This design comes from an exercise in tuning for small area, a short achievable clock period and few clock cycles per item on the open sky130 flow, not from production work.
No functional check of the RTL was part of any run shown here.
Power is estimated from default activity; no workload was simulated.

==> flow/design.v, too long to show whole: its modules and the start of the top module <==
// module goertzel_power_detect: 2025 lines
// module goertzel_fa: 10 lines
// module goertzel_hold: 10 lines
// module goertzel_abs: 23 lines
// module goertzel_ha: 9 lines
module goertzel_power_detect #(
   parameter int OW       = 20,
   parameter int PW       = 2*OW+1,
   parameter int HOLD_ON  = 3,
   parameter int HOLD_OFF = 3
) (
   input  logic            i_clk,
   input  logic            i_rst,
   input  logic [2*OW-1:0] s_axis_tdata,
   input  logic            s_axis_tvalid,
   output logic            s_axis_tready,
   output logic [PW-1:0]   m_axis_tdata,
   output logic            m_axis_tuser,
   output logic            m_axis_tvalid,
   input  logic            m_axis_tready,
   input  logic [PW-1:0]   i_threshold,
   output logic            o_detect
);
  // ...
==> flow/flow/run.sh <==
#!/bin/bash
# Standard ORFS layout (the standard.sh, standard synthesis unchanged),
# with the port buffers made from the smallest buffer cell.
set -euo pipefail
bash standard.sh BUFFER_PORTS_ARGS="-buffer_cell sky130_fd_sc_hd__buf_1" finish > standard_flow.log 2>&1
==> flow/standard.sh <==
#!/bin/bash
# synth_recipe.tcl (not shown) runs the flow's synth.tcl, then flattens the netlist and writes it again
# the make line also repeats each setting of config.mk as NAME=value (left out here)
make -C /OpenROAD-flow-scripts/flow DESIGN_CONFIG=/design/flow/config.mk WORK_HOME=/design/flow/orfs CLKGATE_MAP_FILE= SYNTH_SCRIPT=/design/flow/synth_recipe.tcl "${@:-finish}"
==> flow/config.mk <==
export PLATFORM = sky130hd
export DESIGN_NAME = goertzel_power_detect
export DESIGN_NICKNAME = goertzel_power_detect
export VERILOG_FILES = /design/flow/design.v
export SDC_FILE = /design/flow/constraint.sdc
export NUM_CORES = 4
export LEC_CHECK = 0
export CAP_MARGIN = 20
export CORE_MARGIN = 2
export CORE_UTILIZATION = 40
export CTS_BUF_LIST = sky130_fd_sc_hd__clkbuf_8
export SETUP_SLACK_MARGIN = 4.1
export SLEW_MARGIN = 20
export SYNTH_HIERARCHICAL = 1
export SYNTH_MINIMUM_KEEP_SIZE = 0
==> flow/constraint.sdc <==
create_clock -name core_clock -period 8.0 [get_ports {i_clk}]
set_input_delay 1.6000 -clock core_clock [delete_from_list [all_inputs] [get_ports {i_clk}]]
set_output_delay 1.6000 -clock core_clock [all_outputs]
set_load 0.01 [all_outputs]
==> impl_metrics.csv, run 1 <==
group,metric,value,unit
status,outcome,"no timing/DRC/antenna violations",
power,p_clk_share,7.6,%
routing,met2_wirelength,22440,microns
clock_tree,post_cts_buffers,8,
logic_synthesis,synth.largest_area_cell,"fa_1",
routing,drc_errors,0,
finish,largestClassByArea,"multi-input combinational cells",
routing,drt-met1-wl,19450,microns
sta,setup_violations,0,
finish,largestRegisters,"g_mid.r_mid x76, r_pwr x40",
logic_synthesis,yosysMostFrequentCell,"nor2_1",
power,powerClk,0.655,mW
power,p_leak,8.653,nW
finish,largest_reg_flops,76,
worst_setup_path,critical_path_buf_inv_count,3,
logic_synthesis,ys_seq_area_share,24.56,%
worst_setup_path,worst_setup_path_start_kind,"primary input",
sta,tns,0,ps
logic_synthesis,synthXorXnorAreaFrac,3.541,%
routing,drtIter0Drc,893,
worst_setup_path,rrSetupSlack,4170,ps
worst_setup_path,endpoint,"s_axis_tready",
routing,wl_met3,3074,microns
routing,antenna_left,0,
placed_design,dp.cells,2297,
placed_design,pre_cts_slack,3474,ps
clock_tree,cts_tree,"yes",
finish,design_area,19920,sq um
logic_synthesis,synthArstFlopShare,0,%
clock_tree,cts_sinks,163,
grt,track_usage,21.06,%
finish,seq_cells,163,
floorplanning,start_util,40.65,%
finish,final_common_cell,"nor2_1",
logic_synthesis,synth_top_family_by_area,"adder cells",
finish,multi_input_area_share,64.05,%
power,design_power_total,8.646,mW
power,pg_seq,2.04,mW
sta,timing.final.crit_share,48.52,%
grt,grt_max_degree,69,
grt,antenna_found_initial,0,
logic_synthesis,synth_mux_area_share,2.834,%
==> run 2, diff against run 1 <==
--- a/flow/config.mk
+++ b/flow/config.mk
@@ -10,5 +10,5 @@
 export CORE_UTILIZATION = 40
 export CTS_BUF_LIST = sky130_fd_sc_hd__clkbuf_8
-export SETUP_SLACK_MARGIN = 4.1
+export SETUP_SLACK_MARGIN = 4.25
 export SLEW_MARGIN = 20
 export SYNTH_HIERARCHICAL = 1
==> impl_metrics.csv, run 2 <==
group,metric,value,unit
logic_synthesis,synth_area_leaders,"fa_1 38%, edfxtp_1 19%, nor2_1 7.8%",
sta,hold_viol_final,0,
routing,viasPerCell,5.395,
logic_synthesis,synthTopCellsByCount,"374 x nor2_1, 345 x fa_1, 136 x inv_1",
finish,most-common-layout-cells,"342 x nor2_1, 310 x fa_1, 134 x inv_1",
logic_synthesis,synth_fa_ha_area_share,44.84,%
grt,antenna_found_initial,1,
grt,grt_pass1_vias,13910,
floorplanning,coreArea,44410,sq um
placed_design,gp_congestion,0.8422,
sta,finalCriticalPeriod,3880,ps
logic_synthesis,yosysMostFrequentCell,"nor2_1",
logic_synthesis,synth_mux_area_share,2.834,%
grt,grt_max_degree,113,
power,switchingPower,4.112,mW
worst_hold_path,whs_path_depth,0,
logic_synthesis,synth_cell_types,64,
logic_synthesis,synth-main-ff-cell,"edfxtp_1",
floorplanning,start_util,40.65,%
clock_tree,path_clk_slew,100,ps
logic_synthesis,synth_area,18050,sq um
finish,top_register,"g_mid.r_mid",
logic_synthesis,synth_seq_cells,163,
worst_setup_path,crit_path_max_fanout,2,
worst_setup_path,rr_worst_depth,8,
routing,vias,13000,
sta,drv_slew,0,
power,power_frac_comb,70.3,%
finish,design_area,20890,sq um
worst_hold_path,hold_path.class,"reg -> reg",
logic_synthesis,syn-num-nets,2169,
floorplanning,ioPinCount,130,
logic_synthesis,ys_seq_area_share,24.56,%
floorplanning,die_width,216.5,microns
worst_setup_path,cp_slowest_cell,"clkinvlp_4",
finish,nets,2330,
power,p_leak,9.041,nW
worst_setup_path,crit_chain,"buf_8, nor2b_4, clkinvlp_4, buf_6",
worst_setup_path,critical_path_buf_inv_count,3,
logic_synthesis,netlist_instances,1644,
clock_tree,cts_hold_buf,0,
routing,dr.pass1.iters,5,
grt,grt_pass1_wl,77740,microns
logic_synthesis,synth_compound_area_share,7.235,%
worst_setup_path,path_class,"in -> out",
logic_synthesis,synthXorXnorAreaFrac,3.541,%
grt,grt_overflow_total,0,
clock_tree,cts-root-buf,"clkbuf_8",
worst_setup_path,worst_setup_path_start_kind,"primary input",
sta,rsz0062_at_grt,"true",
finish,final.fill_count,4068,
routing,drt_wl_total,50680,microns
clock_tree,cts_buffers,17,
finish,drive_gt1_share,17.71,%
finish,final_common_cell,"nor2_1",
power,seqPwrFrac,22.6,%
worst_setup_path,cp.depth,4,
routing,antenna_left,0,
status,outcome,"no timing/DRC/antenna violations",
placed_design,hpwlAfterDp,34760,microns
flow_run,maxCapViolCount,0,
sta,max_freq,0.2578,GHz
clock_tree,insertion_delay,530,ps
floorplanning,die_area,46850,sq um
power,p_per_area,430.5,nW/um^2
routing,drc_errors,0,
worst_setup_path,worst_ep_required_time,6400,ps
finish,largest_reg_flops,76,
worst_setup_path,slowest_delay,230,ps
clock_tree,cts_sinks,163,
clock_tree,cts_tree,"yes",
sta,setup_violations,0,
clock_tree,h-tree-depth,4,
placed_design,port_buffers,128,
floorplanning,std_cell_rows,77,
finish,largestRegisters,"g_mid.r_mid x76, r_pwr x40",
sta,timing.final.crit_share,48.49,%
finish,fin_util,47.03,%
grt,track_usage,21.87,%
floorplanning,fp.dieH,216.5,microns
finish,diodes,0,
power,p_int,4.879,mW
power,p_clk_share,7.2,%
logic_synthesis,synth_top_family_by_area,"adder cells",
logic_synthesis,yosys.area_share.simple,12.02,%
sta,slew_headroom,47.43,%
power,ir_drop,0.0001894,V
logic_synthesis,avgSynthCellArea,10.98,sq um
clock_tree,cts_buffer_depth,2,
power,p_sw_share,45.73,%
logic_synthesis,ys_warn_count,9,
routing,routedWlPerCell,21.03,microns
placed_design,postPlaceCellArea,19100,sq um
worst_setup_path,end_kind,"output port",
worst_setup_path,worstPathArrival,2280,ps
routing,drtIter0Drc,1137,
logic_synthesis,synth.largest_area_cell,"fa_1",
sta,tns,0,ps
finish,area_growth_syn_to_layout,15.68,%
logic_synthesis,synth_edf_count,117,
sta,worst_hold_slack,442.9,ps
logic_synthesis,synthArstFlopShare,0,%
worst_setup_path,cp_top_family,"buffers and inverters",
sta,finalClockSkew,16.63,ps
logic_synthesis,yosysTopAreaCellShare,38.25,%
sta,worstMarginPinSlew,788.6,ps
-- run 2: cell families (layout without fill, tap and decap cells) --
logic type | after synthesis | count (layout)
other cells | 1 | 1
fa+ha+maj | 440 | 440
mux | 46 | 46
buf+inv | 229 | 403
simple gates | 498 | 498
xor+xnor | 73 | 73
flops | 163 | 163
compound gates | 194 | 194
-- run 2: area by class of cell --
type                       instances  area (sq um)  share of cell area, %
tap                              592         740.7                  3.546
sequential                       163          4549                  21.78
timing repair buffer             235          1710                  8.189
multi-input combinational       1252         12950                  62.01
clock buffer                      17         234.0                  1.120
clock inverter                    15         183.9                 0.8806
inverter                         136         516.7                  2.474
-- run 2: Yosys stat by module, one instance, submodules excluded, a selection --
module / area, sq um / copies in the design / flops+latches / cells inside
goertzel_power_detect: 9557 / 1 / 163 / 1119
goertzel_ha: 12.51 / 9 / 0 / 1
goertzel_fa: 20.02 / 344 / 0 / 1
-- run 2: metrics by stage --
step | total power, mW | worst slack, ps | instances
6_report | 8.991 | 4120 | 2410
2_1_floorplan | 6.293 | 3219 | 1644
3_3_place_gp | 7.907 | 3591 | 2293
4_1_cts | 8.877 | 4088 | 2366
3_5_place_dp | 8.087 | 3625 | 2293
5_1_grt | 9.985 | 4103 | 2410
-- run 2: what timing repair did --
action,4_1_cts,5_1_grt
hold endpoints to repair,0,0
pin swaps,4,26
endpoints found under the setup margin,39,23
gates resized for setup,106,91
gates cloned,2,3
setup buffers,39,41
-- run 2: path summary, 6_finish.rpt --
path / from / endpoint / slack, ps
setup / recovery: m_axis_tready / s_axis_tready / 4120
hold / removal: g_in.r_im[19] / g_mid.r_mid[74] / 440
setup reg to reg: g_in.r_re[15] / g_mid.r_mid[44] / 4250
hold reg to reg: g_in.r_im[19] / g_mid.r_mid[74] / 440
-- run 2: layer usage --
layer,up-vias,share of wire (%),track usage (%)
met5,-,0.022,0
met2,580,47,36.13
met3,107,8.1,5.305
met4,2,3.3,7.237
li1,5695,-,-
met1,6618,41,28.29
-- run 2: power groups by stage --
stage	clock (mW)	combinational (mW)	sequential, mW
2_1_floorplan	0	4.30	1.99
3_3_place_gp	0	5.83	2.08
3_5_place_dp	0	6.00	2.09
4_1_cts	0.677	6.15	2.05
5_1_grt	0.701	7.20	2.08
6_report	0.646	6.32	2.03
==> run 3, diff against run 2 <==
--- a/flow/config.mk
+++ b/flow/config.mk
@@ -10,5 +10,5 @@
 export CORE_UTILIZATION = 40
 export CTS_BUF_LIST = sky130_fd_sc_hd__clkbuf_8
-export SETUP_SLACK_MARGIN = 4.25
+export SETUP_SLACK_MARGIN = 3.95
 export SLEW_MARGIN = 20
 export SYNTH_HIERARCHICAL = 1
==> impl_metrics.csv, run 3 <==
group,metric,value,unit
sta,tns,0,ps
worst_setup_path,cp.depth,7,
finish,final_common_cell,"nor2_1",
sta,rsz0062_at_grt,"true",
sta,finalCriticalPeriod,3975,ps
finish,drive_gt1_share,8.420,%
placed_design,port_buffers,128,
sta,drv_slew,0,
floorplanning,die_area,46850,sq um
clock_tree,cts_buffers,17,
clock_tree,cts_buffer_depth,2,
routing,drt_wl_total,45980,microns
floorplanning,coreArea,44410,sq um
clock_tree,path_clk_slew,100,ps
sta,timing.final.crit_share,49.68,%
finish,final.fill_count,4187,
floorplanning,ioPinCount,130,
routing,viasPerCell,5.329,
clock_tree,cts_sinks,163,
routing,routedWlPerCell,19.77,microns
finish,nets,2246,
grt,antenna_found_initial,0,
worst_setup_path,rrSetupSlack,4030,ps
sta,finalClockSkew,18.01,ps
sta,max_freq,0.2516,GHz
logic_synthesis,yosys.area_share.simple,12.02,%
routing,vias,12400,
logic_synthesis,yosysTopAreaCellShare,38.25,%
logic_synthesis,ys_warn_count,9,
clock_tree,insertion_delay,540,ps
logic_synthesis,synth_top_family_by_area,"adder cells",
grt,grt_max_degree,110,
worst_setup_path,crit_chain,"nor2_1, fa_1, fa_1, fa_1, fa_1, fa_1, fa_1",
logic_synthesis,synth_compound_area_share,7.235,%
floorplanning,std_cell_rows,77,
logic_synthesis,synth_cell_types,64,
worst_setup_path,cp_top_family,"adder cells",
logic_synthesis,synth_fa_ha_area_share,44.84,%
clock_tree,cts-root-buf,"clkbuf_8",
grt,grt_pass1_wl,74240,microns
worst_setup_path,crit_top_cell,"fa_1",
worst_setup_path,rr_worst_depth,7,
routing,dr.pass1.iters,5,
clock_tree,h-tree-depth,4,
routing,drtIter0Drc,776,
worst_hold_path,hp-start,"g_in.r_im[19]",
logic_synthesis,synth_edf_count,117,
worst_setup_path,worst_ep_required_time,8280,ps
placed_design,gp_congestion,0.8679,
logic_synthesis,netlist_instances,1644,
worst_hold_path,whs_path_depth,0,
worst_setup_path,critical_path_buf_inv_count,0,
finish,largestRegisters,"g_mid.r_mid x76, r_pwr x40",
sta,worst_hold_slack,440.0,ps
worst_hold_path,hold_path.class,"reg -> reg",
logic_synthesis,synth-main-ff-cell,"edfxtp_1",
worst_setup_path,path_class,"reg -> reg",
placed_design,hpwlAfterDp,34800,microns
grt,grt_pass1_vias,13700,
logic_synthesis,ys_seq_area_share,24.56,%
logic_synthesis,synth_seq_cells,163,
finish,top_register,"g_mid.r_mid",
worst_setup_path,slowest_delay,650,ps
finish,fin_util,44.02,%
logic_synthesis,syn-num-nets,2169,
worst_setup_path,end_kind,"flop",
logic_synthesis,synthTopCellsByCount,"374 x nor2_1, 345 x fa_1, 136 x inv_1",
worst_setup_path,r2r-start,"g_in.r_re[0]",
sta,slew_headroom,39.16,%
logic_synthesis,synth.largest_area_cell,"fa_1",
logic_synthesis,synthXorXnorAreaFrac,3.541,%
grt,track_usage,20.68,%
finish,most-common-layout-cells,"374 x nor2_1, 345 x fa_1, 135 x inv_1",
finish,largest_reg_flops,76,
floorplanning,die_width,216.5,microns
worst_setup_path,crit_path_max_fanout,20,
power,design_power_total,8.572,mW
logic_synthesis,synth_area,18050,sq um
routing,antenna_left,0,
logic_synthesis,synth_area_leaders,"fa_1 38%, edfxtp_1 19%, nor2_1 7.8%",
grt,grt_overflow_total,0,
status,outcome,"no timing/DRC/antenna violations",
routing,drc_errors,0,
worst_setup_path,worstPathArrival,4250,ps
sta,hold_viol_final,0,
finish,area_growth_syn_to_layout,8.281,%
flow_run,maxCapViolCount,0,
sta,setup_violations,0,
clock_tree,cts_tree,"yes",
logic_synthesis,yosysMostFrequentCell,"nor2_1",
worst_setup_path,cp_slowest_cell,"dfxtp_2",
logic_synthesis,avgSynthCellArea,10.98,sq um
logic_synthesis,synth_mux_area_share,2.834,%
logic_synthesis,synthArstFlopShare,0,%
worst_setup_path,worst_setup_path_start_kind,"flop",
floorplanning,fp.dieH,216.5,microns
power,ir_drop,0.0001947,V
power,p_leak,8.492,nW
power,p_per_area,438.5,nW/um^2
floorplanning,start_util,40.65,%
worst_setup_path,timing.rr.end,"g_mid.r_mid[40]",
finish,diodes,0,
worst_hold_path,whs_endpoint,"g_mid.r_mid[74]",
sta,worstMarginPinSlew,912.7,ps
-- run 3: routing by layer --
metal,GRT usage [%],vias to the layer above,wire [microns]
met4,9.521,0,1853
met3,4.758,102,2994
met1,26.34,6336,18990
li1,-,5527,-
met2,33.60,430,22140
met5,0,-,0
-- run 3: repair_timing --
item | CTS | global route
setup endpoints to repair | 25 | 10
gates resized for setup | 22 | 13
hold buffers | 0 | 0
setup buffers | 0 | 0
-- run 3: worst register-to-register path: stages, from the launching register on --
cell	delay (ps)
dfxtp_2	650
nor2_1	130
fa_1	560
fa_1	480
fa_1	470
fa_1	490
fa_1	540
fa_1	410
-- run 3: report_power, final --
group	switching, mW	internal [mW]	leakage [nW]
combinational	3.27	2.64	6.65
sequential	0.311	1.75	1.64
clock	0.375	0.233	0.195
total	3.95	4.62	8.49
-- run 3: worst max-delay path by stage --
stage | from | endpoint | slack, ps
6_report | g_in.r_re[0] | g_mid.r_mid[40] | 4030
5_1_grt | g_in.r_re[17] | g_mid.r_mid[38] | 3940
4_1_cts | g_in.r_re[18] | g_mid.r_mid[40] | 3970
3_5_place_dp | i_threshold[18] | r_hit | 3600
3_3_place_gp | i_threshold[18] | r_hit | 3590
2_1_floorplan | m_axis_tready | s_axis_tready | 3220
-- run 3: final cells by class --
cell class | instances | area (sq um) | share of cell area, %
Sequential cell | 163 | 4481 | 22.92
Clock buffer | 17 | 234.0 | 1.197
Tap cell | 592 | 740.7 | 3.789
Clock inverter | 15 | 157.7 | 0.8064
Multi-Input combinational cell | 1252 | 12730 | 65.14
Timing Repair Buffer | 151 | 688.2 | 3.520
Inverter | 136 | 514.2 | 2.630
-- run 3: stage by stage --
| step | setup WS, ps | instance area (sq um) | instances |
|---|---|---|---|
| 2_1_floorplan | 3219 | 18070 | 1644 |
| 3_3_place_gp | 3590 | 19090 | 2294 |
| 3_5_place_dp | 3603 | 19090 | 2294 |
| 4_1_cts | 3966 | 19510 | 2326 |
| 5_1_grt | 3939 | 19550 | 2326 |
| 6_report | 4025 | 19550 | 2326 |
-- run 3: cells by family after synthesis --
group	count (synthesis)
buffers and inverters	229
AND/OR/NAND/NOR	498
AO/OA/AOI/OAI	194
XOR/XNOR	73
flip-flops	163
other	1
multiplexers	46
adder cells (fa/ha/maj)	440
-- run 3: Yosys stat by module (local to each module, per instance), a selection --
module | copies in the design | cell area, sq um
goertzel_power_detect | 1 | 9557
goertzel_fa | 344 | 20.02
goertzel_ha | 9 | 12.51

==> separate check: timing with driven ports <==
Ports are ideal in the flow. The routed layouts listed here were re-timed in OpenROAD. Step 1 (the two cells are an assumption about what drives the block):
set clk [get_ports {i_clk}]
set_driving_cell -lib_cell sky130_fd_sc_hd__clkbuf_16 $clk
set_driving_cell -lib_cell sky130_fd_sc_hd__buf_2 [delete_from_list [all_inputs] $clk]
Step 2 also shifts input and output timing later by t, the mid clock arrival at the registers, as if the neighbouring blocks saw the same clock. Three values: ideal ports, drivers, drivers and shift; two values: the first two.
run	t (ns)	setup slack, ns	worst hold slack (ns)	worst setup path after step 2
run 1	0.565	4.118 / 4.069 / 3.603	0.443 / 0.443 / 0.443	input to register
run 2	0.577	4.120 / 4.070 / 3.851	0.443 / 0.443 / 0.443	input to register
run 3	0.578	4.025 / 4.023 / 3.635	0.440 / 0.440 / 0.440	input to register
After both steps setup and hold are still met in every run listed. For run 1, which loses most, drivers alone change the setup slack by -0.049 ns; drivers and shift together by -0.515 ns.
